Background: an optimization exercise with open tools, aiming at small area, a short achievable clock period and few clock cycles per item. Do not read the settings as production practice. At most, simulation tests tie the RTL to the original design; equivalence was not proved. No functional check of the RTL was part of runs 2, 3 and 5.

==> config.mk <==
export PLATFORM = sky130hd
export DESIGN_NAME = aes_block_encrypt_unit
export DESIGN_NICKNAME = aes_block_encrypt_unit
export VERILOG_FILES = /design/flow/design.v
export SDC_FILE = /design/flow/constraint.sdc
export NUM_CORES = 8
export LEC_CHECK = 0
export ABC_AREA = 1
export CAP_MARGIN = 20
export CORE_MARGIN = 2
export CORE_UTILIZATION = 50
export PLACE_DENSITY = 0.5
export SETUP_SLACK_MARGIN = 2.0
export SLEW_MARGIN = 20
==> constraint.sdc <==
create_clock -name core_clock -period 7.0 [get_ports {clk}]
set_input_delay 1.4000 -clock core_clock [delete_from_list [all_inputs] [get_ports {clk}]]
set_output_delay 1.4000 -clock core_clock [all_outputs]
set_load 0.01 [all_outputs]
==> design.v <==
package aes_pkg;
	localparam int KeyWordsMax = 60;
	localparam int KeyWordsIdxW = 6;
	localparam logic [1:0] KEY_SIZE_128 = 2'd0;
	localparam logic [1:0] KEY_SIZE_192 = 2'd1;
	localparam logic [1:0] KEY_SIZE_256 = 2'd2;
	localparam logic [2:0] CFG_KEY_SIZE = 3'd0;
	localparam logic [2:0] CFG_KEY_PART0 = 3'd1;
	localparam logic [2:0] CFG_KEY_PART1 = 3'd2;
	localparam logic [2:0] CFG_KEY_PART2 = 3'd3;
	localparam logic [2:0] CFG_KEY_PART3 = 3'd4;
	function automatic logic [7:0] sbox(input logic [7:0] x);
		logic U0, U1, U2, U3, U4, U5, U6, U7;
		logic T1, T2, T3, T4, T5, T6, T7, T8, T9, T10, T11, T12, T13, T14, T15, T16;
		logic T17, T18, T19, T20, T21, T22, T23, T24, T25, T26, T27, M1, M2, M3, M4, M5;
		logic M6, M7, M8, M9, M10, M11, M12, M13, M14, M15, M16, M17, M18, M19, M20, M21;
		logic M22, M23, M24, M25, M26, M27, M28, M29, M30, M31, M32, M33, M34, M35, M36, M37;
		logic M38, M39, M40, M41, M42, M43, M44, M45, M46, M47, M48, M49, M50, M51, M52, M53;
		logic M54, M55, M56, M57, M58, M59, M60, M61, M62, M63, L0, L1, L2, L3, L4, L5;
		logic L6, L7, L8, L9, L10, L11, L12, L13, L14, L15, L16, L17, L18, L19, L20, L21;
		logic L22, L23, L24, L25, L26, L27, L28, L29, S0, S1, S2, S3, S4, S5, S6, S7;
		{U0, U1, U2, U3, U4, U5, U6, U7} = x;
		T1 = U0 ^ U3;
		T2 = U0 ^ U5;
		T3 = U0 ^ U6;
		T4 = U3 ^ U5;
		T5 = U4 ^ U6;
		T6 = T1 ^ T5;
		T7 = U1 ^ U2;
		T8 = U7 ^ T6;
		T9 = U7 ^ T7;
		T10 = T6 ^ T7;
		T11 = U1 ^ U5;
		T12 = U2 ^ U5;
		T13 = T3 ^ T4;
		T14 = T6 ^ T11;
		T15 = T5 ^ T11;
		T16 = T5 ^ T12;
		T17 = T9 ^ T16;
		T18 = U3 ^ U7;
		T19 = T7 ^ T18;
		T20 = T1 ^ T19;
		T21 = U6 ^ U7;
		T22 = T7 ^ T21;
		T23 = T2 ^ T22;
		T24 = T2 ^ T10;
		T25 = T20 ^ T17;
		T26 = T3 ^ T16;
		T27 = T1 ^ T12;
		M1 = T13 & T6;
		M2 = T23 & T8;
		M3 = T14 ^ M1;
		M4 = T19 & U7;
		M5 = M4 ^ M1;
		M6 = T3 & T16;
		M7 = T22 & T9;
		M8 = T26 ^ M6;
		M9 = T20 & T17;
		M10 = M9 ^ M6;
		M11 = T1 & T15;
		M12 = T4 & T27;
		M13 = M12 ^ M11;
		M14 = T2 & T10;
		M15 = M14 ^ M11;
		M16 = M3 ^ M2;
		M17 = M5 ^ T24;
		M18 = M8 ^ M7;
		M19 = M10 ^ M15;
		M20 = M16 ^ M13;
		M21 = M17 ^ M15;
		M22 = M18 ^ M13;
		M23 = M19 ^ T25;
		M24 = M22 ^ M23;
		M25 = M22 & M20;
		M26 = M21 ^ M25;
		M27 = M20 ^ M21;
		M28 = M23 ^ M25;
		M29 = M28 & M27;
		M30 = M26 & M24;
		M31 = M20 & M23;
		M32 = M27 & M31;
		M33 = M27 ^ M25;
		M34 = M21 & M22;
		M35 = M24 & M34;
		M36 = M24 ^ M25;
		M37 = M21 ^ M29;
		M38 = M32 ^ M33;
		M39 = M23 ^ M30;
		M40 = M35 ^ M36;
		M41 = M38 ^ M40;
		M42 = M37 ^ M39;
		M43 = M37 ^ M38;
		M44 = M39 ^ M40;
		M45 = M42 ^ M41;
		M46 = M44 & T6;
		M47 = M40 & T8;
		M48 = M39 & U7;
		M49 = M43 & T16;
		M50 = M38 & T9;
		M51 = M37 & T17;
		M52 = M42 & T15;
		M53 = M45 & T27;
		M54 = M41 & T10;
		M55 = M44 & T13;
		M56 = M40 & T23;
		M57 = M39 & T19;
		M58 = M43 & T3;
		M59 = M38 & T22;
		M60 = M37 & T20;
		M61 = M42 & T1;
		M62 = M45 & T4;
		M63 = M41 & T2;
		L0 = M61 ^ M62;
		L1 = M50 ^ M56;
		L2 = M46 ^ M48;
		L3 = M47 ^ M55;
		L4 = M54 ^ M58;
		L5 = M49 ^ M61;
		L6 = M62 ^ L5;
		L7 = M46 ^ L3;
		L8 = M51 ^ M59;
		L9 = M52 ^ M53;
		L10 = M53 ^ L4;
		L11 = M60 ^ L2;
		L12 = M48 ^ M51;
		L13 = M50 ^ L0;
		L14 = M52 ^ M61;
		L15 = M55 ^ L1;
		L16 = M56 ^ L0;
		L17 = M57 ^ L1;
		L18 = M58 ^ L8;
		L19 = M63 ^ L4;
		L20 = L0 ^ L1;
		L21 = L1 ^ L7;
		L22 = L3 ^ L12;
		L23 = L18 ^ L2;
		L24 = L15 ^ L9;
		L25 = L6 ^ L10;
		L26 = L7 ^ L9;
		L27 = L8 ^ L10;
		L28 = L11 ^ L14;
		L29 = L11 ^ L17;
		S0 = L6 ^ L24;
		S1 = ~(L16 ^ L26);
		S2 = ~(L19 ^ L28);
		S3 = L6 ^ L21;
		S4 = L20 ^ L22;
		S5 = L25 ^ L29;
		S6 = ~(L13 ^ L27);
		S7 = ~(L6 ^ L23);
		sbox = {S0, S1, S2, S3, S4, S5, S6, S7};
	endfunction
	function automatic logic [31:0] sub_word(input logic [31:0] w);
		sub_word = {sbox(w[31:24]), sbox(w[23:16]), sbox(w[15:8]), sbox(w[7:0])};
	endfunction
	function automatic logic [7:0] xtime(input logic [7:0] x);
		xtime = {x[6:0], 1'b0} ^ (x[7] ? 8'h1b : 8'h00);
	endfunction
	function automatic logic [3:0] key_nk(input logic [1:0] ks);
		logic [3:0] r;
		case (ks)
			2'd0: r = 4'd4;
			2'd1: r = 4'd6;
			default: r = 4'd8;
		endcase
		key_nk = r;
	endfunction
	function automatic logic [3:0] key_nr(input logic [1:0] ks);
		logic [3:0] r;
		case (ks)
			2'd0: r = 4'd10;
			2'd1: r = 4'd12;
			default: r = 4'd14;
		endcase
		key_nr = r;
	endfunction
endpackage
import aes_pkg::*;
module aes_round (
	input  logic [127:0] state_in,
	input  logic [127:0] round_key,
	input  logic [127:0] load_data,
	input  logic         load,
	input  logic         last,
	output logic [127:0] state_out
);
	logic [7:0] s [0:15];
	logic [7:0] ta [0:15];  
	logic [7:0] tg [0:15];  
	logic [7:0] all;
	logic keep, mix;
	always_comb begin
		keep = !load;
		mix = !load && !last;
		for (int i = 0; i < 16; i++) s[i] = state_in[127 - 8*i -: 8];
		for (int c = 0; c < 4; c++)
			for (int r = 0; r < 4; r++) begin
				ta[c*4 + r] = aes_pkg::sbox(s[((c + r) % 4)*4 + r]);
				tg[c*4 + r] = ta[c*4 + r] & {8{mix}};
				ta[c*4 + r] = ta[c*4 + r] & {8{keep}};
			end
		for (int c = 0; c < 4; c++) begin
			all = tg[c*4] ^ tg[c*4+1] ^ tg[c*4+2] ^ tg[c*4+3];
			for (int r = 0; r < 4; r++)
				state_out[127 - 8*(c*4+r) -: 8] = ta[c*4+r] ^ all
					^ aes_pkg::xtime(tg[c*4+r] ^ tg[c*4+(r+1)%4])
					^ round_key[127 - 8*(c*4+r) -: 8]
					^ (load_data[127 - 8*(c*4+r) -: 8] & {8{load}});
		end
	end
endmodule
import aes_pkg::*;
module aes_key_expand (
	input  logic [255:0] win,
	input  logic [31:0]  sin,
	input  logic         m128,
	input  logic         m192,
	input  logic         ph1,       
	input  logic         ph2,       
	input  logic         odd,       
	input  logic [7:0]   rcon,
	input  logic         step,      
	input  logic [255:0] kload,
	input  logic [31:0]  sload,
	output logic [255:0] wout,
	output logic [31:0]  sout
);
	logic [31:0] w [0:7];
	logic [31:0] q [0:7];
	logic [7:0] g;
	logic [31:0] sb, sbr, rc, e, p0, p1, p2, p3, b2, b3, qs;
	logic m256, gs, rot_next;
	always_comb begin
		for (int i = 0; i < 8; i++) w[i] = win[255 - 32*i -: 32];
		m256 = !m128 && !m192;
		sb = aes_pkg::sub_word(sin);
		rc = (m256 && odd) ? 32'h0 : {rcon, 24'h0};
		e = (m192 && (ph1 || ph2)) ? w[5] : rc;
		p0 = w[0] ^ e;
		p1 = p0 ^ w[1];
		p2 = p1 ^ w[2];
		p3 = p2 ^ w[3];
		b2 = w[2] ^ rc;
		b3 = b2 ^ w[3];
		if (m128) begin
			q[0] = p0; q[1] = p1; q[2] = p2; q[3] = p3;
			q[4] = p0; q[5] = p1;
			g = 8'hff;
		end else if (m192) begin
			q[0] = w[4]; q[1] = w[5]; q[2] = p0; q[3] = p1;
			q[4] = ph1 ? b2 : p2; q[5] = ph1 ? b3 : p3;
			g = ph1 ? 8'b00001111 : (ph2 ? 8'b00000011 : 8'b00111111);
		end else begin
			q[0] = w[4]; q[1] = w[5]; q[2] = w[6]; q[3] = w[7];
			q[4] = p0; q[5] = p1;
			g = 8'b00001111;
		end
		q[6] = p2; q[7] = p3;
		if (!step) begin
			for (int i = 0; i < 8; i++) q[i] = kload[255 - 32*i -: 32];
			g = 8'h00;
		end
		for (int i = 0; i < 8; i++) wout[255 - 32*i -: 32] = q[i] ^ (sb & {32{g[7-i]}});
		qs = p3 ^ ((m192 && !ph1 && !ph2) ? (w[4] ^ w[5]) : 32'h0);
		gs = !(m192 && (ph1 || ph2));
		rot_next = !(m256 && !odd);
		if (rot_next) begin
			qs = {qs[23:0], qs[31:24]};
			sbr = {sb[23:0], sb[31:24]};
		end else begin
			sbr = sb;
		end
		if (!step) begin
			qs = sload; gs = 1'b0;
		end
		sout = qs ^ (sbr & {32{gs}});
	end
endmodule
import aes_pkg::*;
module aes_block_encrypt_unit (
	input  logic        clk,
	input  logic        arst_n,
	input  logic        start,
	output logic        busy,
	input  logic [63:0] plaintext_high,
	input  logic [63:0] plaintext_low,
	output logic        done,
	output logic [63:0] ciphertext_high,
	output logic [63:0] ciphertext_low,
	input  logic        cfg_we,
	input  logic [2:0]  cfg_index,
	input  logic [63:0] cfg_data
);
	logic [1:0] key_size_q, key_size_d;
	logic [63:0] key_part_q [0:3];
	logic [63:0] key_part_d [0:3];
	logic busy_q, done_q;
	logic [3:0] rnd_q, g_nr;
	logic [7:0] rcon_q;
	logic ph1_q, ph2_q, odd_q;
	logic [255:0] win_q, win_step;
	logic [31:0] sin_q, sin_step, sin_load;
	logic [127:0] st_q, rnd_out;
	logic accept, last, stepping, m128, m192, rot_used;
	assign g_nr = aes_pkg::key_nr(key_size_q);
	assign m128 = (key_size_q == 2'd0);
	assign m192 = (key_size_q == 2'd1);
	assign accept = start && !busy_q;
	assign last = busy_q && (rnd_q == g_nr);
	assign stepping = accept || (busy_q && !last);
	assign rot_used = m128 || (m192 ? !ph2_q : !odd_q);
	assign busy = busy_q;
	assign done = done_q;
	aes_key_expand u_kx (
		.win(win_q), .sin(sin_q), .m128(m128), .m192(m192), .ph1(ph1_q), .ph2(ph2_q),
		.odd(odd_q), .rcon(rcon_q), .step(stepping),
		.kload({key_part_d[0], key_part_d[1], key_part_d[2], key_part_d[3]}), .sload(sin_load),
		.wout(win_step), .sout(sin_step)
	);
	aes_round u_round (
		.state_in(st_q), .round_key(win_q[255:128]), .load_data({plaintext_high, plaintext_low}),
		.load(accept), .last(last), .state_out(rnd_out)
	);
	always_comb begin
		for (int i = 0; i < 4; i++)
			key_part_d[i] = (cfg_we && cfg_index == 3'(i + 1)) ? cfg_data : key_part_q[i];
		key_size_d = (cfg_we && cfg_index == CFG_KEY_SIZE) ? cfg_data[1:0] : key_size_q;
		case (key_size_d)
			2'd0: sin_load = key_part_d[1][31:0];
			2'd1: sin_load = key_part_d[2][31:0];
			default: sin_load = key_part_d[3][31:0];
		endcase
		sin_load = {sin_load[23:0], sin_load[31:24]};
	end
	always_ff @(posedge clk or negedge arst_n) begin
		if (!arst_n) begin
			key_size_q <= KEY_SIZE_128;
			for (int i = 0; i < 4; i++) key_part_q[i] <= '0;
			busy_q <= 1'b0;
			done_q <= 1'b0;
			rnd_q <= '0;
			rcon_q <= 8'h01;
			ph1_q <= 1'b0;
			ph2_q <= 1'b0;
			odd_q <= 1'b0;
			win_q <= '0;
			sin_q <= '0;
		end else begin
			key_size_q <= key_size_d;
			for (int i = 0; i < 4; i++) key_part_q[i] <= key_part_d[i];
			done_q <= last;
			if (accept) begin
				busy_q <= 1'b1;
				rnd_q <= 4'd1;
			end else if (last) begin
				busy_q <= 1'b0;
				rnd_q <= 4'd0;
			end else if (busy_q) begin
				rnd_q <= rnd_q + 4'd1;
			end
			win_q <= win_step;
			sin_q <= sin_step;
			if (stepping) begin
				if (rot_used) rcon_q <= aes_pkg::xtime(rcon_q);
				ph1_q <= !ph1_q && !ph2_q;
				ph2_q <= ph1_q;
				odd_q <= !odd_q;
			end else begin
				rcon_q <= 8'h01;
				ph1_q <= 1'b0;
				ph2_q <= 1'b0;
				odd_q <= 1'b0;
			end
		end
	end
	always_ff @(posedge clk) st_q <= rnd_out;
	assign ciphertext_high = st_q[127:64];
	assign ciphertext_low = st_q[63:0];
endmodule
==> flow/run.sh <==
#!/bin/bash
# Layout flow: the standard flow with two changes:
# - synthesis maps with ABC's area script using "dch -f" (full choice computation) instead of
#   "dch"; the rest of synthesis, and so every register, is unchanged;
# - the buffers placement puts on every input and output port are sky130_fd_sc_hd__buf_1.
# The make output goes to standard_flow.log; each ORFS step keeps its own log under orfs/logs.
set -euo pipefail
mkdir -p scripts_mod
cp -r "$FLOW_HOME"/scripts/. scripts_mod/
sed -i 's/^dch$/dch -f/' scripts_mod/abc_area.script
bash standard.sh "SCRIPTS_DIR=$PWD/scripts_mod" "BUFFER_PORTS_ARGS=-buffer_cell sky130_fd_sc_hd__buf_1" finish > standard_flow.log 2>&1
==> standard.sh <==
#!/bin/bash
# synth_recipe.tcl (not shown) runs the flow's synth.tcl, then flattens the netlist and writes it again
# the make line also repeats each setting of config.mk as NAME=value (left out here)
make -C /OpenROAD-flow-scripts/flow DESIGN_CONFIG=/design/flow/config.mk WORK_HOME=/design/flow/orfs CLKGATE_MAP_FILE= SYNTH_SCRIPT=/design/flow/synth_recipe.tcl "${@:-finish}"
==> flow_summary.yaml, run 1 <==
timing:
  fin_crit_sh: 0.711
  max_slew.worst_pin.slew_ps: 1200
  setup_tns_ps: 0
  grt_setup_unrepaired: "yes"
  timing_max_transition_violations_final: 0
  finClkSkew_ps: 46.6
  finalHoldViolations: 0
  report.final.setup_viol: 0
  worst_slew_margin_rel: 0.201
  fin_worst_hold_slack_ps: 494
  achievable-frequency_mhz: 201
  fin_crit_ps: 4980
setup_path:
  critical_path_peak_fanout: 4
  cp-start-kind: "register"
  timing.critical_path.slowest_stage_cell: "sky130_fd_sc_hd__dfxtp_4"
  critPathTopFamily: "simple AND/OR/NAND/NOR gates"
  cp.depth: 33
  cp_num_buf_inv: 7
  worst_path_largest_cell_delay_ps: 480
  r2r_cells: 33
  timing.critical_path.required_ps: 7470
  timing.critical_path.to_type: "register"
  worst-r2r-setup-slack_ps: 2020
  crit_type: "register to register"
  worstPathArrival_ps: 5440
final_layout:
  drive_above_1_share: 0.140
  layoutNonFillerInstCount: 15670
  area_growth_syn_to_layout_pct: 16.5
  postLayoutCellArea_um2: 89600
  nets: 13793
  layout_common_cells: "sky130_fd_sc_hd__nand2_1 (5435), sky130_fd_sc_hd__nand3_1 (1441), sky130_fd_sc_hd__inv_1 (1224)"
  layout.cells.most_common: "sky130_fd_sc_hd__nand2_1"
global_route:
  antenna_found_initial: 37
  first_pass_grt_wire_length_mm: 489
  grt_start_max_net_pins: 190
  vias_in_the_first_global_route: 79482
  grt.overflow.total: 0
  gr-usage-all-layers: 0.411
route:
  wl_mm: 339
  drt_pre_antenna_iters: 8
  vias: 89129
  avgViaCountPerCell: 5.69
  detail_routed_net_length_per_standard_cell_um: 21.7
  initialDrtViolationCount: 9278
  drc_violations: 0
  postRouteAntennaNets: 0
min_path:
  whs_path_depth: 2
  min_path_type: "register to register"
place:
  globalplace.congestion: 1.03
  placedInstanceArea_um2: 80000
  placed_cells: 15298
  place_hpwl_mm: 266
  number_of_buffers_inserted_by_port_buffering: 328
die:
  die_width_um: 396
  core_area_um2: 152000
  die-height_um: 396
  placementRows: 143
  starting_density_of_the_core: 0.505
  design.portCount: 329
  die_outline_area_um2: 157000
cts:
  clock_sinks: 691
  clk_pin_slew_worst_paths_ps: 60
  cts_inserted_buffers: 86
  root_buffer: "sky130_fd_sc_hd__clkbuf_16"
  cts_hold_buf: 0
  tritoncts: "done"
  insertion_delay_ps: 750
  cts-root-to-sink-buffers: 3
  clock_tree.htree_level_count: 3
synth:
  yosysWarnings: 10
  mappedNetlistNets: 13461
  synth_edf_count: 0
  share_of_the_yosys_chip_area_belonging_to_registers: 0.217
  synth_flop_cell: "sky130_fd_sc_hd__dfrtp_1"
  ys_seq_elements: 691
  synthesis.area_um2: 76900
  syn_area_per_cell_um2: 5.81
  post_synthesis_cells: 13221
  synthDistinctLibCells: 56
  proportion_of_register_bits_with_asynchronous_set_or_reset_after_synthesis: 0.815
job:
  timing.max_cap.violations: 0
status:
  outcome: "timing/DRC/antenna clean"
## metal layers
layer,share of wire,global-route usage,up-vias
met1,0.39,0.522,41502
met3,0.10,0.0862,986
met5,0.00046,0,-
met4,0.081,0.268,24
li1,-,-,42293
met2,0.43,0.632,4324
## repair_timing
action / in CTS / in global routing
gates cloned: 0 / 1
setup endpoints to repair: 138 / 324
gates resized for setup: 303 / 921
pin swaps: 39 / 192
endpoints found under the hold margin: 0 / 0
buffers inserted: 54 / 142
## cells in the mapped netlist (all sizes together), types with 3 or more instances
library cell	instances	area share
o2111ai	29	0.0033
xor2	781	0.095
o21bai	14	0.0014
buf	115	0.0076
nand2	6004	0.30
o21ai	744	0.049
nand3b	81	0.0080
o22ai	23	0.0019
or2	103	0.0084
a21o	3	0.00029
xnor2	431	0.052
o221ai	5	0.00057
a21oi	101	0.0066
o211ai	93	0.0091
nand3	1611	0.11
nand2b	3	0.00024
clkbuf	231	0.011
nor3	7	0.00052
nor2	527	0.028
dfrtp	562	0.18
dfxtp	128	0.033
a22oi	32	0.0031
nand4	147	0.012
o31ai	3	0.00029
a31oi	7	0.00057
ha	41	0.0067
clkinv	6	0.00029
inv	1379	0.067
## cell type report
class / count / area [um2]
diodes: 23 / 57.6
clock buffers: 115 / 2430
clock inverters: 37 / 592
fillers: 15081 / 62700
inverters: 1385 / 5260
multi-input cells: 10800 / 58300
flip-flops and latches: 691 / 17000
well taps: 2030 / 2540
repair buffers: 589 / 3410
## worst register-to-register path, delay by kind of cell (launching register included)
kind	cells	cell delay (ps)
AND/OR/NAND/NOR	18	1960
buffers and inverters	7	910
XOR/XNOR	5	830
flip-flops	1	480
adder cells (fa/ha/maj)	1	310
AO/OA/AOI/OAI	2	220
## flip-flops by register name (all words and copies together), names as in the netlist
name,count
key_size_q,2
odd_q,1
st_q,128
ph2_q,1
busy_q,1
sin_q,32
win_q,256
ph1_q,1
done_q,1
rcon_q,8
rnd_q,4
key_part_q,256
## metrics by stage
step,utilization,setup WS [ps]
CTS,0.556,1960
floorplan,-,2790
global placement,0.525,647
global route,0.588,1820
finish,0.588,2020
detailed placement,0.525,631
## cell families (layout without fill, tap and decap cells)
family	Yosys count	in the layout	share of synthesized area
adder cells (fa/ha/maj)	41	41	0.00667
AO/OA/AOI/OAI	1057	1057	0.0762
multiplexers	2	2	0.000260
XOR/XNOR	1214	1214	0.148
other	0	23	0
AND/OR/NAND/NOR	8485	8486	0.466
buffers and inverters	1731	2126	0.0866
flip-flops	691	691	0.217
## final timing paths
kind,start,endpoint
setup / recovery,st_q[107],st_q[36]
hold / removal,key_part_q[2][40],key_part_q[2][40]
setup reg to reg,st_q[107],st_q[36]
hold reg to reg,key_part_q[2][40],key_part_q[2][40]
max in group asynchronous,arst_n,key_part_q[3][54]
min in group asynchronous,arst_n,key_part_q[0][7]
Testbench counts, summed over its fixed seeds: cycles 30,296, blocks 2,304.
==> run 2, diff against run 1 <==
--- a/design.v
+++ b/design.v
@@ -221,5 +221,4 @@
 	input  logic [7:0]   rcon,
 	input  logic         step,      
-	input  logic [255:0] kload,
 	input  logic [31:0]  sload,
 	output logic [255:0] wout,
@@ -257,8 +256,4 @@
 		end
 		q[6] = p2; q[7] = p3;
-		if (!step) begin
-			for (int i = 0; i < 8; i++) q[i] = kload[255 - 32*i -: 32];
-			g = 8'h00;
-		end
 		for (int i = 0; i < 8; i++) wout[255 - 32*i -: 32] = q[i] ^ (sb & {32{g[7-i]}});
 		qs = p3 ^ ((m192 && !ph1 && !ph2) ? (w[4] ^ w[5]) : 32'h0);
@@ -299,5 +294,5 @@
 	logic [7:0] rcon_q;
 	logic ph1_q, ph2_q, odd_q;
-	logic [255:0] win_q, win_step;
+	logic [255:0] win_q, win_in, win_step;
 	logic [31:0] sin_q, sin_step, sin_load;
 	logic [127:0] st_q, rnd_out;
@@ -313,11 +308,11 @@
 	assign done = done_q;
 	aes_key_expand u_kx (
-		.win(win_q), .sin(sin_q), .m128(m128), .m192(m192), .ph1(ph1_q), .ph2(ph2_q),
+		.win(win_in), .sin(sin_q), .m128(m128), .m192(m192), .ph1(ph1_q), .ph2(ph2_q),
 		.odd(odd_q), .rcon(rcon_q), .step(stepping),
-		.kload({key_part_d[0], key_part_d[1], key_part_d[2], key_part_d[3]}), .sload(sin_load),
+		.sload(sin_load),
 		.wout(win_step), .sout(sin_step)
 	);
 	aes_round u_round (
-		.state_in(st_q), .round_key(win_q[255:128]), .load_data({plaintext_high, plaintext_low}),
+		.state_in(st_q), .round_key(win_in[255:128]), .load_data({plaintext_high, plaintext_low}),
 		.load(accept), .last(last), .state_out(rnd_out)
 	);
@@ -344,5 +339,4 @@
 			ph2_q <= 1'b0;
 			odd_q <= 1'b0;
-			win_q <= '0;
 			sin_q <= '0;
 		end else begin
@@ -359,5 +353,4 @@
 				rnd_q <= rnd_q + 4'd1;
 			end
-			win_q <= win_step;
 			sin_q <= sin_step;
 			if (stepping) begin
@@ -374,5 +367,9 @@
 		end
 	end
-	always_ff @(posedge clk) st_q <= rnd_out;
+	assign win_in = busy_q ? win_q : {key_part_q[0], key_part_q[1], key_part_q[2], key_part_q[3]};
+	always_ff @(posedge clk) begin
+		st_q <= rnd_out;
+		win_q <= win_step;
+	end
 	assign ciphertext_high = st_q[127:64];
 	assign ciphertext_low = st_q[63:0];
--- a/config.mk
+++ b/config.mk
@@ -10,5 +10,5 @@
 export CORE_MARGIN = 2
 export CORE_UTILIZATION = 50
-export PLACE_DENSITY = 0.5
+export PLACE_DENSITY = 0.65
 export SETUP_SLACK_MARGIN = 2.0
 export SLEW_MARGIN = 20
==> flow_summary.yaml, run 2 <==
synth:
  proportion_of_register_bits_with_asynchronous_set_or_reset_after_synthesis: 0.444
  synth_edf_count: 0
  synthesis.area_um2: 74000
  most_used_standard_cell_by_instance_count_after_synthesis: "sky130_fd_sc_hd__nand2_1"
  post_synthesis_cells: 12963
  share_of_the_yosys_chip_area_belonging_to_registers: 0.208
  synth.largest_area_cell: "sky130_fd_sc_hd__nand2_1"
  synth_flop_cell: "sky130_fd_sc_hd__dfxtp_1"
  syn_area_per_cell_um2: 5.71
  yosysTopAreaCellShare: 0.288
  synthDistinctLibCells: 56
  yosysWarnings: 10
  ys_seq_elements: 691
  yosys-top-cells-count: "sky130_fd_sc_hd__nand2_1 (5690), sky130_fd_sc_hd__inv_1 (1410), sky130_fd_sc_hd__nand3_1 (1394)"
  mappedNetlistNets: 13203
  synth.area.top_cells: "sky130_fd_sc_hd__nand2_1 (29%), sky130_fd_sc_hd__dfxtp_1 (10%), sky130_fd_sc_hd__dfrtp_1 (10%), sky130_fd_sc_hd__nand3_1 (9.4%), sky130_fd_sc_hd__xor2_1 (9.1%)"
timing:
  achievable-frequency_mhz: 199
  finClkSkew_ps: 88.5
  setup_tns_ps: 0
  timing_max_transition_violations_final: 0
  fin_crit_ps: 5030
  grt_setup_unrepaired: "yes"
  fin_worst_hold_slack_ps: 484
  max_slew.worst_pin.slew_ps: 1320
  finalWorstSetupSlack_ps: 1970
  worst_slew_margin_rel: 0.114
  report.final.setup_viol: 0
  fin_crit_sh: 0.718
  finalHoldViolations: 0
die:
  die-height_um: 389
  core_area_um2: 147000
  placementRows: 141
  die_outline_area_um2: 151000
  design.portCount: 329
  die_width_um: 389
  starting_density_of_the_core: 0.503
global_route:
  vias_in_the_first_global_route: 77228
  gr-usage-all-layers: 0.423
  grt_start_max_net_pins: 137
  first_pass_grt_wire_length_mm: 483
  antenna_found_initial: 27
  grt.overflow.total: 0
route:
  wl_mm: 337
  initialDrtViolationCount: 9015
  wl_met2_mm: 142
  avgViaCountPerCell: 5.64
  drt_pre_antenna_iters: 9
  drc_violations: 0
  postRouteAntennaNets: 0
  drt-met1-wl_mm: 132
  dr_wl_met3_mm: 34.9
  maxUsedRoutingLayer: "met5"
  detail_routed_net_length_per_standard_cell_um: 21.9
  vias: 86879
min_path:
  min_path_type: "register to register"
job:
  timing.max_cap.violations: 0
cts:
  cts_hold_buf: 0
  clock_tree.htree_level_count: 3
  root_buffer: "sky130_fd_sc_hd__clkbuf_16"
  cts-root-to-sink-buffers: 3
  clk_pin_slew_worst_paths_ps: 70
  clock_sinks: 691
  tritoncts: "done"
  insertion_delay_ps: 770
  cts_inserted_buffers: 86
place:
  place_hpwl_mm: 266
  globalplace.congestion: 1.07
  post-place-ws_ps: 871
  placedInstanceArea_um2: 77500
  number_of_buffers_inserted_by_port_buffering: 328
setup_path:
  cp-start-kind: "register"
  timing.critical_path.required_ps: 7600
  timing.critical_path.to_type: "register"
  critical_path_peak_fanout: 17
  worst-r2r-setup-slack_ps: 1970
  crit_type: "register to register"
  worstPathArrival_ps: 5630
final_layout:
  area_growth_syn_to_layout_pct: 18.4
  utilization: 0.595
  layout.cells.most_common: "sky130_fd_sc_hd__nand2_1"
  nets: 13621
  layout_common_cells: "sky130_fd_sc_hd__nand2_1 (5340), sky130_fd_sc_hd__inv_1 (1356), sky130_fd_sc_hd__nand3_1 (1253)"
  largestRegisters: "key_part_q x256, win_q x256, st_q x128"
  drive_above_1_share: 0.138
  postLayoutCellArea_um2: 87700
status:
  outcome: "timing/DRC/antenna clean"
==> run 2: cell types whose count changed after synthesis, sizes merged, moves of 32 or more <==
cell,previous run,this run
dfrtp,562,306
dfxtp,128,384
inv,1379,1474
nand2,6004,5833
nand3,1611,1421
nand4,147,115
nor2,527,573
o211ai,93,52
or2,103,64
xnor2,431,473
xor2,781,822
==> run 2: final timing paths <==
kind | start | end | cells after the start
setup / recovery | key_size_q[0] | sin_q[18] | 21
hold / removal | key_part_q[1][36] | key_part_q[1][36] | 2
setup reg to reg | key_size_q[0] | sin_q[18] | 21
hold reg to reg | key_part_q[1][36] | key_part_q[1][36] | 2
max in group asynchronous | arst_n | busy_q | 2
min in group asynchronous | arst_n | key_part_q[0][40] | 1
==> run 2: repair_timing <==
item | 4_1_cts | 5_1_grt
setup buffers | 26 | 184
resized for setup | 353 | 949
endpoints found under the setup margin | 173 | 377
pin swaps | 30 | 201
==> run 2: critical path: stages (launching register included) <==
cell and delay, ps:
sky130_fd_sc_hd__dfrtp_1 520, sky130_fd_sc_hd__inv_1 120, sky130_fd_sc_hd__nor2_4 220, sky130_fd_sc_hd__clkinv_2 90
sky130_fd_sc_hd__nor2_1 150, sky130_fd_sc_hd__buf_6 320, sky130_fd_sc_hd__clkinvlp_4 230, sky130_fd_sc_hd__buf_4 200
sky130_fd_sc_hd__nor2_1 110, sky130_fd_sc_hd__xor2_1 340, sky130_fd_sc_hd__nand2_1 90, sky130_fd_sc_hd__nand2_1 150
sky130_fd_sc_hd__inv_1 100, sky130_fd_sc_hd__or2_2 280, sky130_fd_sc_hd__nand2_1 140, sky130_fd_sc_hd__xor2_1 390
sky130_fd_sc_hd__xnor2_1 320, sky130_fd_sc_hd__o21ai_0 220, sky130_fd_sc_hd__nor2_1 60, sky130_fd_sc_hd__a41oi_1 460
sky130_fd_sc_hd__nand3b_1 180, sky130_fd_sc_hd__nand2_1 160
==> run 2: cell type report <==
type,count,area [um2]
Multi-Input combinational cell,10465,57000
Fill cell,14622,59600
Tap cell,1930,2410
Clock inverter,36,556
Timing Repair Buffer,654,3930
Inverter,1483,5610
Sequential cell,691,15700
Clock buffer,126,2430
Antenna cell,22,55.1
==> run 2: routing by layer <==
metal  track usage  vias up
li1              -    41230
met1         0.537    40390
met2         0.648     4320
met3        0.0891      923
met4         0.282       16
met5             0        -
==> run 2: logic make-up after synthesis <==
group                    count (synthesis)  share of synthesized area
buffers and inverters                 1807                     0.0936
multiplexers                             3                   0.000406
flip-flops                             691                      0.208
AO/OA/AOI/OAI                         1018                     0.0746
adder cells (fa/ha/maj)                 41                    0.00693
AND/OR/NAND/NOR                       8106                      0.454
XOR/XNOR                              1297                      0.163
==> run 2: through the flow <==
step | instances
floorplan | 12963
global placement | 15012
detailed placement | 15012
CTS | 15200
global route | 15396
finish | 15407
==> run 3, diff against run 2 <==
--- a/design.v
+++ b/design.v
@@ -287,5 +287,6 @@
 	input  logic [63:0] cfg_data
 );
-	logic [1:0] key_size_q, key_size_d;
+	logic [1:0] key_size_d;
+	logic m128_q, m192_q;     
 	logic [63:0] key_part_q [0:3];
 	logic [63:0] key_part_d [0:3];
@@ -297,10 +298,11 @@
 	logic [31:0] sin_q, sin_step, sin_load;
 	logic [127:0] st_q, rnd_out;
+	logic last_q;              
 	logic accept, last, stepping, m128, m192, rot_used;
-	assign g_nr = aes_pkg::key_nr(key_size_q);
-	assign m128 = (key_size_q == 2'd0);
-	assign m192 = (key_size_q == 2'd1);
+	assign m128 = m128_q;
+	assign m192 = m192_q;
+	assign g_nr = m128 ? 4'd10 : (m192 ? 4'd12 : 4'd14);
 	assign accept = start && !busy_q;
-	assign last = busy_q && (rnd_q == g_nr);
+	assign last = last_q;
 	assign stepping = accept || (busy_q && !last);
 	assign rot_used = m128 || (m192 ? !ph2_q : !odd_q);
@@ -320,5 +322,5 @@
 		for (int i = 0; i < 4; i++)
 			key_part_d[i] = (cfg_we && cfg_index == 3'(i + 1)) ? cfg_data : key_part_q[i];
-		key_size_d = (cfg_we && cfg_index == CFG_KEY_SIZE) ? cfg_data[1:0] : key_size_q;
+		key_size_d = (cfg_we && cfg_index == CFG_KEY_SIZE) ? cfg_data[1:0] : {!m128_q && !m192_q, m192_q};
 		case (key_size_d)
 			2'd0: sin_load = key_part_d[1][31:0];
@@ -330,9 +332,11 @@
 	always_ff @(posedge clk or negedge arst_n) begin
 		if (!arst_n) begin
-			key_size_q <= KEY_SIZE_128;
+			m128_q <= 1'b1;
+			m192_q <= 1'b0;
 			for (int i = 0; i < 4; i++) key_part_q[i] <= '0;
 			busy_q <= 1'b0;
 			done_q <= 1'b0;
 			rnd_q <= '0;
+			last_q <= 1'b0;
 			rcon_q <= 8'h01;
 			ph1_q <= 1'b0;
@@ -341,7 +345,9 @@
 			sin_q <= '0;
 		end else begin
-			key_size_q <= key_size_d;
+			m128_q <= (key_size_d == 2'd0);
+			m192_q <= (key_size_d == 2'd1);
 			for (int i = 0; i < 4; i++) key_part_q[i] <= key_part_d[i];
 			done_q <= last;
+			last_q <= busy_q && !last && (rnd_q + 4'd1 == g_nr);
 			if (accept) begin
 				busy_q <= 1'b1;
--- a/config.mk
+++ b/config.mk
@@ -10,4 +10,5 @@
 export CORE_MARGIN = 2
 export CORE_UTILIZATION = 50
+export GPL_ROUTABILITY_DRIVEN = 0
 export PLACE_DENSITY = 0.65
 export SETUP_SLACK_MARGIN = 2.0
==> flow_summary.yaml, run 3 <==
cts:
  insertion_delay_ps: 740
  cts_hold_buf: 0
  cts-root-to-sink-buffers: 3
  tritoncts: "done"
  root_buffer: "sky130_fd_sc_hd__clkbuf_16"
  clock_sinks: 692
  clk_pin_slew_worst_paths_ps: 70
  clock_tree.htree_level_count: 3
  cts_inserted_buffers: 87
setup_path:
  worst_path_largest_cell_delay_ps: 440
  crit_type: "register to register"
  worst-r2r-setup-slack_ps: 2070
  timing.critical_path.to_type: "register"
  cp_common_cell: "sky130_fd_sc_hd__nand2_1"
  critical_path_peak_fanout: 7
  worstReg2RegStart: "st_q[5]"
  timing.critical_path.slowest_stage_cell: "sky130_fd_sc_hd__dfxtp_4"
  cp-start-kind: "register"
  r2r-end: "st_q[107]"
  timing.critical_path.required_ps: 7570
  worstPathArrival_ps: 5490
  r2r_cells: 32
timing:
  setup_tns_ps: 0
  report.final.setup_viol: 0
  timing_max_transition_violations_final: 0
  achievable-frequency_mhz: 203
  finClkSkew_ps: 46.7
  fin_crit_sh: 0.704
  grt_setup_unrepaired: "yes"
  finalHoldViolations: 0
  fin_crit_ps: 4930
  max_slew.worst_pin.slew_ps: 1280
  worst_slew_margin_rel: 0.135
synth:
  yosysTopAreaCellShare: 0.300
  synthDistinctLibCells: 55
  synth.area.top_cells: "sky130_fd_sc_hd__nand2_1 (30%), sky130_fd_sc_hd__nand3_1 (10%), sky130_fd_sc_hd__dfxtp_1 (10%), sky130_fd_sc_hd__dfrtp_1 (10%), sky130_fd_sc_hd__xor2_1 (8.2%)"
  mappedNetlistNets: 13700
  yosysWarnings: 10
  synthesis.area_um2: 75900
  post_synthesis_cells: 13460
  yosys-top-cells-count: "sky130_fd_sc_hd__nand2_1 (6056), sky130_fd_sc_hd__nand3_1 (1588), sky130_fd_sc_hd__inv_1 (1464)"
  most_used_standard_cell_by_instance_count_after_synthesis: "sky130_fd_sc_hd__nand2_1"
  synth.largest_area_cell: "sky130_fd_sc_hd__nand2_1"
  synth_flop_cell: "sky130_fd_sc_hd__dfxtp_1"
  share_of_the_yosys_chip_area_belonging_to_registers: 0.203
  ys_seq_elements: 692
  synth_edf_count: 0
  proportion_of_register_bits_with_asynchronous_set_or_reset_after_synthesis: 0.445
  syn_area_per_cell_um2: 5.64
route:
  detail_routed_net_length_per_standard_cell_um: 20.6
  postRouteAntennaNets: 0
  avgViaCountPerCell: 5.61
  drt_pre_antenna_iters: 9
  vias: 89000
  drc_violations: 0
  wl_mm: 327
  initialDrtViolationCount: 9847
die:
  die-height_um: 394
  die_width_um: 394
  design.portCount: 329
  placementRows: 142
  core_area_um2: 150000
  die_outline_area_um2: 155000
  starting_density_of_the_core: 0.505
global_route:
  first_pass_grt_wire_length_mm: 475
  grt.overflow.total: 0
  grt_use_met1: 0.485
  met3_usage: 0.0815
  antenna_found_initial: 19
  gr-max-usage-layer: "met2"
  grt_use_met2: 0.612
  grt_start_max_net_pins: 130
  vias_in_the_first_global_route: 79658
  gr-usage-all-layers: 0.398
min_path:
  whs_path_depth: 2
  worst_hold_path.endpoint: "key_part_q[0][10]"
  holdCritStartpoint: "key_part_q[0][10]"
  min_path_type: "register to register"
final_layout:
  nets: 13998
  largestRegisters: "key_part_q x256, win_q x256, st_q x128"
  drive_above_1_share: 0.117
  area_growth_syn_to_layout_pct: 15.3
  utilization: 0.582
  layout.cells.most_common: "sky130_fd_sc_hd__nand2_1"
  layout_common_cells: "sky130_fd_sc_hd__nand2_1 (5758), sky130_fd_sc_hd__nand3_1 (1498), sky130_fd_sc_hd__inv_1 (1421)"
place:
  number_of_buffers_inserted_by_port_buffering: 328
  place_hpwl_mm: 257
job:
  timing.max_cap.violations: 0
status:
  outcome: "timing/DRC/antenna clean"
## run 3: changes by cell type after synthesis, sizes merged, moves of 46 or more
cell,previous run,this run
nand2,5833,6213
inv,1474,1535
nand3,1421,1617
xor2,822,752
a21oi,117,62
o221ai,14,60
## run 3: logic make-up after synthesis
kind of cell	count (synthesis)	share of synthesized area
AOI/OAI and AO/OA	904	0.0652
xor gates and xnor gates	1235	0.151
adders and majority gates	41	0.00676
buffers and inverters	1893	0.0966
DFF	692	0.203
muxes	11	0.00145
and+or+nand+nor	8684	0.476
## run 3: worst max path at each step
stage | cells past startpoint | start | end | slack, ps
6_report | 32 | st_q[5] | st_q[107] | 2070
5_1_grt | 27 | st_q[104] | st_q[59] | 1830
4_1_cts | 31 | st_q[121] | st_q[106] | 1860
3_5_place_dp | 29 | st_q[1] | st_q[106] | 1290
3_3_place_gp | 29 | st_q[1] | st_q[106] | 950
2_1_floorplan | 32 | st_q[89] | st_q[95] | 2750
## run 3: layer usage
metal	vias up	wire length [um]
met5	-	117
met4	12	31300
met3	1043	34300
met2	4522	139000
met1	40890	123000
li1	42533	-
## run 3: critical path: cells and delay by family (launching register included)
family / cells / cell delay, ps
xor+xnor: 4 / 940
fa+ha+maj: 1 / 270
flops: 1 / 440
buf+inv: 3 / 290
simple gates: 24 / 2790
## run 3: stage by stage
step	worst slack, ps	hold WS [ps]	area (um2)	instances
2_1_floorplan	2750	395	75900	13460
3_3_place_gp	951	463	79100	15554
3_5_place_dp	1290	470	79100	15554
4_1_cts	1860	484	83000	15728
5_1_grt	1830	499	87500	15865
6_report	2070	482	87500	15876
## run 3: area by class of cell
cell class	instances	area, um2
Multi-Input combinational cell	10875	57100
Tap cell	2016	2520
Clock inverter	36	507
Inverter	1536	5780
Timing Repair Buffer	566	3190
Sequential cell	692	15700
Fill cell	15293	62800
Antenna cell	27	67.6
Clock buffer	128	2620
## run 3: timing repair
item                       4_1_cts  5_1_grt
gates cloned                     0        0
pin swaps                       15      113
buffers inserted                10      120
setup endpoints to repair      133      294
gates resized for setup        210      817
==> run 4, diff against run 3 <==
--- a/design.v
+++ b/design.v
@@ -298,5 +298,4 @@
 	logic [31:0] sin_q, sin_step, sin_load;
 	logic [127:0] st_q, rnd_out;
-	logic last_q;              
 	logic accept, last, stepping, m128, m192, rot_used;
 	assign m128 = m128_q;
@@ -304,5 +303,5 @@
 	assign g_nr = m128 ? 4'd10 : (m192 ? 4'd12 : 4'd14);
 	assign accept = start && !busy_q;
-	assign last = last_q;
+	assign last = busy_q && (rnd_q == g_nr);
 	assign stepping = accept || (busy_q && !last);
 	assign rot_used = m128 || (m192 ? !ph2_q : !odd_q);
@@ -338,5 +337,4 @@
 			done_q <= 1'b0;
 			rnd_q <= '0;
-			last_q <= 1'b0;
 			rcon_q <= 8'h01;
 			ph1_q <= 1'b0;
@@ -349,5 +347,4 @@
 			for (int i = 0; i < 4; i++) key_part_q[i] <= key_part_d[i];
 			done_q <= last;
-			last_q <= busy_q && !last && (rnd_q + 4'd1 == g_nr);
 			if (accept) begin
 				busy_q <= 1'b1;
--- a/config.mk
+++ b/config.mk
@@ -10,5 +10,4 @@
 export CORE_MARGIN = 2
 export CORE_UTILIZATION = 50
-export GPL_ROUTABILITY_DRIVEN = 0
 export PLACE_DENSITY = 0.65
 export SETUP_SLACK_MARGIN = 2.0
==> flow_summary.yaml, run 4 <==
status:
  outcome: "timing/DRC/antenna clean"
global_route:
  grt.overflow.total: 0
  antenna_found_initial: 33
  first_pass_grt_wire_length_mm: 470
  grt_start_max_net_pins: 157
  gr-usage-all-layers: 0.420
  vias_in_the_first_global_route: 75945
timing:
  finalHoldViolations: 0
  max_slew.worst_pin.slew_ps: 1240
  timing_max_transition_violations_final: 0
  worst_slew_margin_rel: 0.169
  report.final.setup_viol: 0
  setup_tns_ps: 0
  fin_crit_sh: 0.709
  fin_crit_ps: 4970
  finClkSkew_ps: 41.9
  achievable-frequency_mhz: 201
  grt_setup_unrepaired: "yes"
route:
  drt_pre_antenna_iters: 8
  wl_mm: 329
  vias: 85279
  postRouteAntennaNets: 0
  avgViaCountPerCell: 5.61
  drc_violations: 0
  initialDrtViolationCount: 8450
  detail_routed_net_length_per_standard_cell_um: 21.7
die:
  placementRows: 140
  starting_density_of_the_core: 0.502
  die_outline_area_um2: 149000
  die_width_um: 386
  core_area_um2: 145000
  design.portCount: 329
  die-height_um: 386
synth:
  proportion_of_register_bits_with_asynchronous_set_or_reset_after_synthesis: 0.444
  synth.largest_area_cell: "sky130_fd_sc_hd__nand2_1"
  synth_edf_count: 0
  syn_area_per_cell_um2: 5.70
  mappedNetlistNets: 13036
  synthDistinctLibCells: 57
  synth_flop_cell: "sky130_fd_sc_hd__dfxtp_1"
  most_used_standard_cell_by_instance_count_after_synthesis: "sky130_fd_sc_hd__nand2_1"
  yosysTopAreaCellShare: 0.289
  yosysWarnings: 10
  share_of_the_yosys_chip_area_belonging_to_registers: 0.211
  ys_seq_elements: 691
  yosys-top-cells-count: "sky130_fd_sc_hd__nand2_1 (5624), sky130_fd_sc_hd__inv_1 (1470), sky130_fd_sc_hd__nand3_1 (1375)"
  synthesis.area_um2: 72900
  synth.area.top_cells: "sky130_fd_sc_hd__nand2_1 (29%), sky130_fd_sc_hd__dfxtp_1 (11%), sky130_fd_sc_hd__dfrtp_1 (10%), sky130_fd_sc_hd__xor2_1 (9.8%), sky130_fd_sc_hd__nand3_1 (9.4%)"
  post_synthesis_cells: 12796
cts:
  cts-root-to-sink-buffers: 3
  clock_tree.htree_level_count: 3
  cts_inserted_buffers: 86
  root_buffer: "sky130_fd_sc_hd__clkbuf_16"
  clk_pin_slew_worst_paths_ps: 60
  insertion_delay_ps: 720
  clock_sinks: 691
  tritoncts: "done"
  cts_hold_buf: 0
final_layout:
  nets: 13434
  layout.cells.most_common: "sky130_fd_sc_hd__nand2_1"
  area_growth_syn_to_layout_pct: 18.4
  total_of_fill_cells_in_the_finished_design: 14615
  largestRegisters: "key_part_q x256, win_q x256, st_q x128"
  layout_common_cells: "sky130_fd_sc_hd__nand2_1 (5249), sky130_fd_sc_hd__inv_1 (1420), sky130_fd_sc_hd__nand3_1 (1239)"
  utilization: 0.595
  drive_above_1_share: 0.130
setup_path:
  crit_type: "register to register"
  critical_path_peak_fanout: 55
  cp-start-kind: "register"
  timing.critical_path.to_type: "register"
  timing.critical_path.required_ps: 7480
  worstPathArrival_ps: 5450
  worst-r2r-setup-slack_ps: 2030
place:
  place_hpwl_mm: 259
  globalplace.congestion: 1.08
  number_of_buffers_inserted_by_port_buffering: 328
min_path:
  min_path_type: "register to register"
job:
  timing.max_cap.violations: 0
[run 4: path summary, 6_finish.rpt]
path                              startpoint                 to  cells past startpoint
setup / recovery                      m128_q          st_q[115]                     20
hold / removal             key_part_q[0][35]  key_part_q[0][35]                      2
setup reg to reg                      m128_q          st_q[115]                     20
hold reg to reg            key_part_q[0][35]  key_part_q[0][35]                      2
max in group asynchronous             arst_n          sin_q[17]                      2
min in group asynchronous             arst_n  key_part_q[1][63]                      1
[run 4: layout make-up]
class                           instances  area, um2  area share
Multi-Input combinational cell      10274      55800       0.646
Clock inverter                         30        518     0.00600
Clock buffer                          129       2470      0.0286
Antenna cell                           19       47.5    0.000551
Timing Repair Buffer                  646       3770      0.0437
Tap cell                             1917       2400      0.0278
Sequential cell                       691      15700       0.182
Inverter                             1495       5630      0.0652
[run 4: timing repair]
| item | CTS | global route |
|---|---|---|
| endpoints found under the setup margin | 172 | 362 |
| buffers inserted | 23 | 174 |
| gates resized for setup | 344 | 979 |
| pin swaps | 30 | 189 |
[run 4: layer usage]
metal | track usage | wire [um] | vias to the layer above
met5 | 0 | 167 | -
met4 | 0.314 | 29400 | 26
met3 | 0.103 | 34800 | 1000
met2 | 0.645 | 140000 | 4074
met1 | 0.509 | 125000 | 39569
li1 | - | - | 40610
[run 4: logic make-up after synthesis]
group | count (synthesis) | share of synthesized area
xor gates and xnor gates | 1347 | 0.168
adders and majority gates | 41 | 0.00703
and+or+nand+nor | 7914 | 0.445
DFF | 691 | 0.211
muxes | 7 | 0.000961
AOI/OAI and AO/OA | 965 | 0.0731
buffers and inverters | 1831 | 0.0959
[run 4: worst max-delay path: stages, from the launching register on]
cell	delay (ps)
sky130_fd_sc_hd__dfstp_4	1100
sky130_fd_sc_hd__xor2_1	210
sky130_fd_sc_hd__nand2_1	80
sky130_fd_sc_hd__nor4_1	420
sky130_fd_sc_hd__nand2_1	230
sky130_fd_sc_hd__nand2_1	110
sky130_fd_sc_hd__buf_4	430
sky130_fd_sc_hd__inv_4	410
sky130_fd_sc_hd__buf_12	340
sky130_fd_sc_hd__nand3_2	160
sky130_fd_sc_hd__inv_1	70
sky130_fd_sc_hd__nand2_1	70
sky130_fd_sc_hd__nand2_2	80
sky130_fd_sc_hd__inv_2	80
sky130_fd_sc_hd__nand3_2	90
sky130_fd_sc_hd__nand2_2	100
sky130_fd_sc_hd__nand3_1	90
sky130_fd_sc_hd__nand2_1	70
sky130_fd_sc_hd__nand2_1	60
sky130_fd_sc_hd__nand2_2	100
sky130_fd_sc_hd__clkinvlp_4	300
[run 4: stage by stage]
| stage | hold WS, ps | instance area [um2] | cells | setup slack, ps |
|---|---|---|---|---|
| after floorplan | 426 | 73000 | 12796 | 2630 |
| after global placement | 464 | 76300 | 14825 | 781 |
| after detailed placement | 470 | 76300 | 14825 | 770 |
| after CTS | 485 | 80900 | 15007 | 1900 |
| after global routing | 501 | 86300 | 15190 | 1800 |
| final | 480 | 86300 | 15201 | 2030 |
Testbench counts of run 4, summed over its fixed seeds: cycles 30,296, blocks 2,304.
==> run 5, diff against run 4 <==
--- a/design.v
+++ b/design.v
@@ -316,5 +316,5 @@
 	aes_round u_round (
 		.state_in(st_q), .round_key(win_in[255:128]), .load_data({plaintext_high, plaintext_low}),
-		.load(accept), .last(last), .state_out(rnd_out)
+		.load(!busy_q), .last(last), .state_out(rnd_out)
 	);
 	always_comb begin
==> flow_summary.yaml, run 5 <==
status:
  outcome: "timing/DRC/antenna clean"
cts:
  tritoncts: "done"
  root_buffer: "sky130_fd_sc_hd__clkbuf_16"
  cts_hold_buf: 0
  cts_inserted_buffers: 87
  clock_sinks: 691
  cts-root-to-sink-buffers: 3
  insertion_delay_ps: 730
  clk_pin_slew_worst_paths_ps: 60
  clock_tree.htree_level_count: 3
synth:
  yosysTopAreaCellShare: 0.299
  synth.area.top_cells: "sky130_fd_sc_hd__nand2_1 (30%), sky130_fd_sc_hd__nand3_1 (10%), sky130_fd_sc_hd__dfxtp_1 (10%), sky130_fd_sc_hd__dfrtp_1 (10%), sky130_fd_sc_hd__inv_1 (7.3%)"
  most_used_standard_cell_by_instance_count_after_synthesis: "sky130_fd_sc_hd__nand2_1"
  share_of_the_yosys_chip_area_belonging_to_registers: 0.201
  synth_edf_count: 0
  mappedNetlistNets: 13857
  yosysWarnings: 10
  yosys-top-cells-count: "sky130_fd_sc_hd__nand2_1 (6102), sky130_fd_sc_hd__nand3_1 (1557), sky130_fd_sc_hd__inv_1 (1478)"
  synthDistinctLibCells: 56
  syn_area_per_cell_um2: 5.62
  post_synthesis_cells: 13617
  synth_flop_cell: "sky130_fd_sc_hd__dfxtp_1"
  proportion_of_register_bits_with_asynchronous_set_or_reset_after_synthesis: 0.444
  synth.largest_area_cell: "sky130_fd_sc_hd__nand2_1"
  synthesis.area_um2: 76500
  ys_seq_elements: 691
timing:
  report.final.setup_viol: 0
  fin_crit_ps: 5110
  finalHoldViolations: 0
  finClkSkew_ps: 44.4
  max_slew.worst_pin.slew_ps: 1260
  timing_max_transition_violations_final: 0
  worst_slew_margin_rel: 0.156
  grt_setup_unrepaired: "yes"
  fin_crit_sh: 0.730
  achievable-frequency_mhz: 196
  setup_tns_ps: 0
setup_path:
  timing.critical_path.required_ps: 7570
  critical_path_peak_fanout: 26
  worst_path_largest_cell_delay_ps: 1010
  critPathTopFamily: "compound AO/OA/AOI/OAI gates"
  cp_num_buf_inv: 4
  chain_of_cells_forming_the_critical_path: "o21ai_0 > inv_1 > or2_2 > nand2_1 > inv_1 > nand2_1 > nand2_1 > inv_1 > nand2_1 > nand2_1 > xor2_1 > xnor2_1 > nand2_1 > a31oi_1 > inv_1 > nand2_1 > nand2_1"
  timing.critical_path.slowest_stage_cell: "sky130_fd_sc_hd__o21ai_0"
  cp-start-kind: "register"
  cp_common_cell: "sky130_fd_sc_hd__nand2_1"
  timing.critical_path.to_type: "register"
  crit_type: "register to register"
  worstPathArrival_ps: 5680
final_layout:
  postLayoutCellArea_um2: 88000
  largestRegisters: "key_part_q x256, win_q x256, st_q x128"
  area_growth_syn_to_layout_pct: 15.1
  nets: 14143
  drive_above_1_share: 0.119
  layout_common_cells: "sky130_fd_sc_hd__nand2_1 (5797), sky130_fd_sc_hd__nand3_1 (1449), sky130_fd_sc_hd__inv_1 (1435)"
  layout.cells.most_common: "sky130_fd_sc_hd__nand2_1"
job:
  timing.max_cap.violations: 0
global_route:
  grt_start_max_net_pins: 161
  gr-usage-all-layers: 0.422
  first_pass_grt_wire_length_mm: 499
  antenna_found_initial: 33
  grt.overflow.total: 0
  vias_in_the_first_global_route: 80825
place:
  place_hpwl_mm: 275
  globalplace.congestion: 1.08
  number_of_buffers_inserted_by_port_buffering: 328
  placedInstanceArea_um2: 79700
route:
  detail_routed_net_length_per_standard_cell_um: 21.6
  postRouteAntennaNets: 0
  wl_mm: 347
  initialDrtViolationCount: 9467
  drc_violations: 0
  avgViaCountPerCell: 5.64
  vias: 90429
  drt_pre_antenna_iters: 7
die:
  die-height_um: 395
  starting_density_of_the_core: 0.504
  core_area_um2: 152000
  die_outline_area_um2: 156000
  design.portCount: 329
  placementRows: 143
  die_width_um: 395
min_path:
  min_path_type: "register to register"
-- run 5: changes by cell type in the layout (fill, tap and decap cells not counted), moves of 30 or more --
cell	delta
sky130_fd_sc_hd__nand2_1	+548
sky130_fd_sc_hd__nand3_1	+210
sky130_fd_sc_hd__xor2_1	-126
sky130_fd_sc_hd__buf_4	-96
sky130_fd_sc_hd__nand2_2	+55
sky130_fd_sc_hd__inv_2	+43
sky130_fd_sc_hd__xor2_2	-36
sky130_fd_sc_hd__nand2_4	+33
sky130_fd_sc_hd__nor2_1	+30
-- run 5: routing by layer --
layer | track usage | routed length [um] | vias up
met4 | 0.298 | 29800 | 16
met5 | 0 | 126 | -
met2 | 0.651 | 148000 | 4542
met1 | 0.521 | 134000 | 41735
met3 | 0.0910 | 35000 | 1016
li1 | - | - | 43120
-- run 5: metrics by stage --
| stage | hold slack [ps] | setup slack [ps] | instances | utilization |
|---|---|---|---|---|
| finish | 478 | 1890 | 16022 | 0.580 |
| global route | 500 | 1860 | 16012 | 0.579 |
| CTS | 464 | 1950 | 15905 | 0.552 |
| detailed placement | 454 | 1270 | 15724 | 0.525 |
| global placement | 450 | 1340 | 15722 | 0.524 |
| floorplan | 426 | 2890 | 13617 | - |
-- run 5: repair_timing --
item                                    4_1_cts  5_1_grt
resized for setup                           285      801
cloned                                        0        0
setup buffers                                19      101
endpoints found under the setup margin      129      280
pin swaps                                    17       96
-- run 5: final cells by class --
class	instances	area [um2]
Inverter	1555	5860
Timing Repair Buffer	546	3020
Clock buffer	122	2470
Clock inverter	40	543
Antenna cell	16	40.0
Sequential cell	691	15700
Multi-Input combinational cell	11022	57900
Fill cell	15327	63900
Tap cell	2030	2540
-- run 5: worst min-delay path: stages (launching register included) --
cell                      delay [ps]
sky130_fd_sc_hd__dfrtp_1         340
sky130_fd_sc_hd__nand2_1          50
sky130_fd_sc_hd__o21ai_0          60
-- run 5: cell families (layout without fill, tap and decap cells) --
kind of cell / Yosys count / count (layout) / share of synthesized area
buffers and inverters: 1904 / 2263 / 0.0966
multiplexers: 10 / 10 / 0.00131
AO/OA/AOI/OAI: 1020 / 1020 / 0.0739
other: 0 / 16 / 0
adder cells (fa/ha/maj): 41 / 41 / 0.00670
AND/OR/NAND/NOR: 8794 / 8794 / 0.481
XOR/XNOR: 1157 / 1157 / 0.140
flip-flops: 691 / 691 / 0.201
-- run 5: worst paths after layout --
| kind | start | end | slack (ps) | cells after the start |
|---|---|---|---|---|
| max | busy_q | sin_q[27] | 1890 | 17 |
| min | key_part_q[3][57] | key_part_q[3][57] | 480 | 2 |
| max reg2reg | busy_q | sin_q[27] | 1890 | 17 |
| min reg2reg | key_part_q[3][57] | key_part_q[3][57] | 480 | 2 |
| max in group asynchronous | arst_n | key_part_q[3][57] | 4650 | 2 |
| min in group asynchronous | arst_n | sin_q[12] | 810 | 1 |
==> run 6, diff against run 5 <==
--- a/design.v
+++ b/design.v
@@ -291,4 +291,7 @@
 	logic [63:0] key_part_q [0:3];
 	logic [63:0] key_part_d [0:3];
+	logic [3:0] kv_q, kv_d;
+	logic [63:0] key_q [0:3];    
+	logic [63:0] key_d [0:3];    
 	logic busy_q, done_q;
 	logic [3:0] rnd_q, g_nr;
@@ -316,14 +319,19 @@
 	aes_round u_round (
 		.state_in(st_q), .round_key(win_in[255:128]), .load_data({plaintext_high, plaintext_low}),
-		.load(!busy_q), .last(last), .state_out(rnd_out)
+		.load(accept), .last(last), .state_out(rnd_out)
 	);
 	always_comb begin
 		for (int i = 0; i < 4; i++)
+		begin
 			key_part_d[i] = (cfg_we && cfg_index == 3'(i + 1)) ? cfg_data : key_part_q[i];
+			kv_d[i] = kv_q[i] || (cfg_we && cfg_index == 3'(i + 1));
+			key_q[i] = key_part_q[i] & {64{kv_q[i]}};
+			key_d[i] = key_part_d[i] & {64{kv_d[i]}};
+		end
 		key_size_d = (cfg_we && cfg_index == CFG_KEY_SIZE) ? cfg_data[1:0] : {!m128_q && !m192_q, m192_q};
 		case (key_size_d)
-			2'd0: sin_load = key_part_d[1][31:0];
-			2'd1: sin_load = key_part_d[2][31:0];
-			default: sin_load = key_part_d[3][31:0];
+			2'd0: sin_load = key_d[1][31:0];
+			2'd1: sin_load = key_d[2][31:0];
+			default: sin_load = key_d[3][31:0];
 		endcase
 		sin_load = {sin_load[23:0], sin_load[31:24]};
@@ -333,5 +341,5 @@
 			m128_q <= 1'b1;
 			m192_q <= 1'b0;
-			for (int i = 0; i < 4; i++) key_part_q[i] <= '0;
+			kv_q <= '0;
 			busy_q <= 1'b0;
 			done_q <= 1'b0;
@@ -345,5 +353,5 @@
 			m128_q <= (key_size_d == 2'd0);
 			m192_q <= (key_size_d == 2'd1);
-			for (int i = 0; i < 4; i++) key_part_q[i] <= key_part_d[i];
+			kv_q <= kv_d;
 			done_q <= last;
 			if (accept) begin
@@ -370,6 +378,7 @@
 		end
 	end
-	assign win_in = busy_q ? win_q : {key_part_q[0], key_part_q[1], key_part_q[2], key_part_q[3]};
+	assign win_in = busy_q ? win_q : {key_q[0], key_q[1], key_q[2], key_q[3]};
 	always_ff @(posedge clk) begin
+		for (int i = 0; i < 4; i++) key_part_q[i] <= key_part_d[i];
 		st_q <= rnd_out;
 		win_q <= win_step;
--- a/config.mk
+++ b/config.mk
@@ -11,4 +11,4 @@
 export CORE_UTILIZATION = 50
 export PLACE_DENSITY = 0.65
-export SETUP_SLACK_MARGIN = 2.0
+export SETUP_SLACK_MARGIN = 2.2
 export SLEW_MARGIN = 20
==> flow_summary.yaml, run 6 <==
synth:
  synthesis.area_um2: 74200
  ys_seq_elements: 695
  share_of_the_yosys_chip_area_belonging_to_registers: 0.213
  yosysWarnings: 12
  synth.area.top_cells: "sky130_fd_sc_hd__nand2_1 (30%), sky130_fd_sc_hd__dfxtp_1 (13%), sky130_fd_sc_hd__nand3_1 (11%), sky130_fd_sc_hd__xor2_1 (8.4%), sky130_fd_sc_hd__edfxtp_1 (6.5%)"
  mappedNetlistNets: 13027
  most_used_standard_cell_by_instance_count_after_synthesis: "sky130_fd_sc_hd__nand2_1"
  synth.largest_area_cell: "sky130_fd_sc_hd__nand2_1"
  proportion_of_register_bits_with_asynchronous_set_or_reset_after_synthesis: 0.0791
  synth_flop_cell: "sky130_fd_sc_hd__dfxtp_1"
  yosys-top-cells-count: "sky130_fd_sc_hd__nand2_1 (5855), sky130_fd_sc_hd__nand3_1 (1590), sky130_fd_sc_hd__inv_1 (1214)"
min_path:
  min_path_type: "register to register"
setup_path:
  crit_type: "register to register"
  worst_path_largest_cell_delay_ps: 910
  worstPathArrival_ps: 5370
  timing.critical_path.to_type: "register"
  cp-start-kind: "register"
  chain_of_cells_forming_the_critical_path: "buf_4 > a22oi_1 > xor2_1 > inv_1 > nand2_1 > nand2_1 > xor2_1 > xor2_1 > xnor2_1 > nand2_1 > a32oi_1 > nand3b_1 > nand2_1"
  critical_path_peak_fanout: 28
final_layout:
  drive_above_1_share: 0.186
  largestRegisters: "key_part_q x256, win_q x256, st_q x128"
  layout_common_cells: "sky130_fd_sc_hd__nand2_1 (5234), sky130_fd_sc_hd__nand3_1 (1358), sky130_fd_sc_hd__inv_1 (1137)"
job:
  timing.max_cap.violations: 0
die:
  starting_density_of_the_core: 0.503
timing:
  finClkSkew_ps: 57.5
  fin_crit_ps: 4850
  grt_setup_unrepaired: "yes"
  timing_max_transition_violations_final: 0
cts:
  tritoncts: "done"
  clock_sinks: 695
  root_buffer: "sky130_fd_sc_hd__clkbuf_16"
  cts_hold_buf: 0
  cts-root-to-sink-buffers: 3
  cts_inserted_buffers: 83
  insertion_delay_ps: 740
  clk_pin_slew_worst_paths_ps: 60
status:
  outcome: "timing/DRC/antenna clean"
place:
  globalplace.congestion: 1.06
  number_of_buffers_inserted_by_port_buffering: 328
global_route:
  grt.overflow.total: 0
  grt_start_max_net_pins: 132
  first_pass_grt_wire_length_mm: 493
route:
  drt_pre_antenna_iters: 7
  initialDrtViolationCount: 9594
  drc_violations: 0
  postRouteAntennaNets: 0
-- run 6: cell count changes in the layout (fill, tap and decap cells not counted), moves of 208 or more --
cell	before	now
sky130_fd_sc_hd__nand2_1	5797	5234
sky130_fd_sc_hd__o21ai_0	699	308
sky130_fd_sc_hd__inv_1	1435	1137
sky130_fd_sc_hd__dfrtp_1	299	38
sky130_fd_sc_hd__buf_4	206	434
sky130_fd_sc_hd__nand2_2	425	633
-- run 6: repair_timing --
item                       CTS  global route
setup endpoints to repair  193           374
resized for setup          558          1401
cloned                       1             0
pin swaps                   58           355
buffers inserted            61           295
-- run 6: worst max-delay path, delay by kind of cell, from the launching register on --
kind,cells,cell delay [ps]
buffers and inverters,2,480
AOI/OAI and AO/OA,2,1350
xor gates and xnor gates,4,1450
DFF,1,640
and+or+nand+nor,5,710
-- run 6: logic make-up (layout without fill, tap and decap cells) --
logic type | after synthesis | count (layout) | share of synthesized area
compound gates | 730 | 730 | 0.0619
other cells | 0 | 13 | 0
buf+inv | 1604 | 2237 | 0.0841
mux | 2 | 2 | 0.000287
fa+ha+maj | 41 | 41 | 0.00692
simple gates | 8464 | 8465 | 0.478
xor+xnor | 1251 | 1251 | 0.156
flops | 695 | 695 | 0.213
-- run 6: worst paths after layout --
| path | from | end | slack (ps) | cells after the start |
|---|---|---|---|---|
| worst max-delay path | busy_q | sin_q[27] | 2150 | 13 |
| worst min-delay path | key_part_q[2][31] | key_part_q[2][31] | 480 | 2 |
| worst max register to register | busy_q | sin_q[27] | 2150 | 13 |
| worst min register to register | key_part_q[2][31] | key_part_q[2][31] | 480 | 2 |
| max in group asynchronous | arst_n | sin_q[23] | 5420 | 2 |
| min in group asynchronous | arst_n | kv_q[1] | 840 | 2 |
-- run 6: per-layer routing --
metal / part of all wire / global-route usage / up-vias
met1: 0.36 / 0.511 / 41025
li1: - / - / 41475
met3: 0.11 / 0.106 / 1328
met4: 0.097 / 0.331 / 26
met5: 0.00047 / 0 / -
met2: 0.43 / 0.678 / 4880
-- run 6: final cells by class --
class / count / area, um2 / area share
well taps: 1930 / 2410 / 0.0264
flip-flops and latches: 695 / 16200 / 0.177
repair buffers: 789 / 4980 / 0.0545
diodes: 13 / 32.5 / 0.000356
clock buffers: 103 / 2250 / 0.0247
inverters: 1292 / 4920 / 0.0538
multi-input cells: 10489 / 59900 / 0.656
clock inverters: 53 / 658 / 0.00720
-- run 6: stage by stage --
step / setup WS, ps / std cells
floorplan: 2280 / 12787
global placement: 881 / 14835
detailed placement: 885 / 14836
CTS: 2030 / 15054
global route: 2010 / 15352
finish: 2150 / 15364
Testbench counts of run 6, summed over its fixed seeds: cycles 30,296, blocks 2,304.

[static timing again, ports no longer ideal]
In the flow no input, the clock included, has a driving cell. The finished layouts below were timed again as built, in two steps. Step 1 sets driving cells, clkbuf_16 on the clock port and buf_2 on the other inputs (assumed; they add their load-dependent delay and slew). Step 2, shift: input delay + t, output delay - t, t = (earliest + latest rising clock arrival at the registers) / 2. This alone moves slack from input paths to output paths. Three values: no drivers, after step 1, after step 2; two values: the first two.
run	t (ns)	setup WS [ns]	worst setup path after step 2	worst register clock-pin slew, ns
run 1	0.819	2.023 / 2.023 / 2.023	register to register	0.07 / 0.07
run 2	0.812	1.975 / 1.975 / 1.975	register to register	0.08 / 0.08
run 3	0.805	2.072 / 2.072 / 2.072	register to register	0.07 / 0.07
run 4	0.787	2.034 / 2.034 / 1.929	input to register	0.07 / 0.07
run 5	0.799	1.887 / 1.887 / 1.887	register to register	0.08 / 0.08
run 6	0.797	2.147 / 2.147 / 1.942	input to register	0.07 / 0.07
After both steps setup and hold are still met in every run listed. For run 6, which loses most, drivers alone change the setup slack by 0.000 ns; drivers and shift together by -0.205 ns.
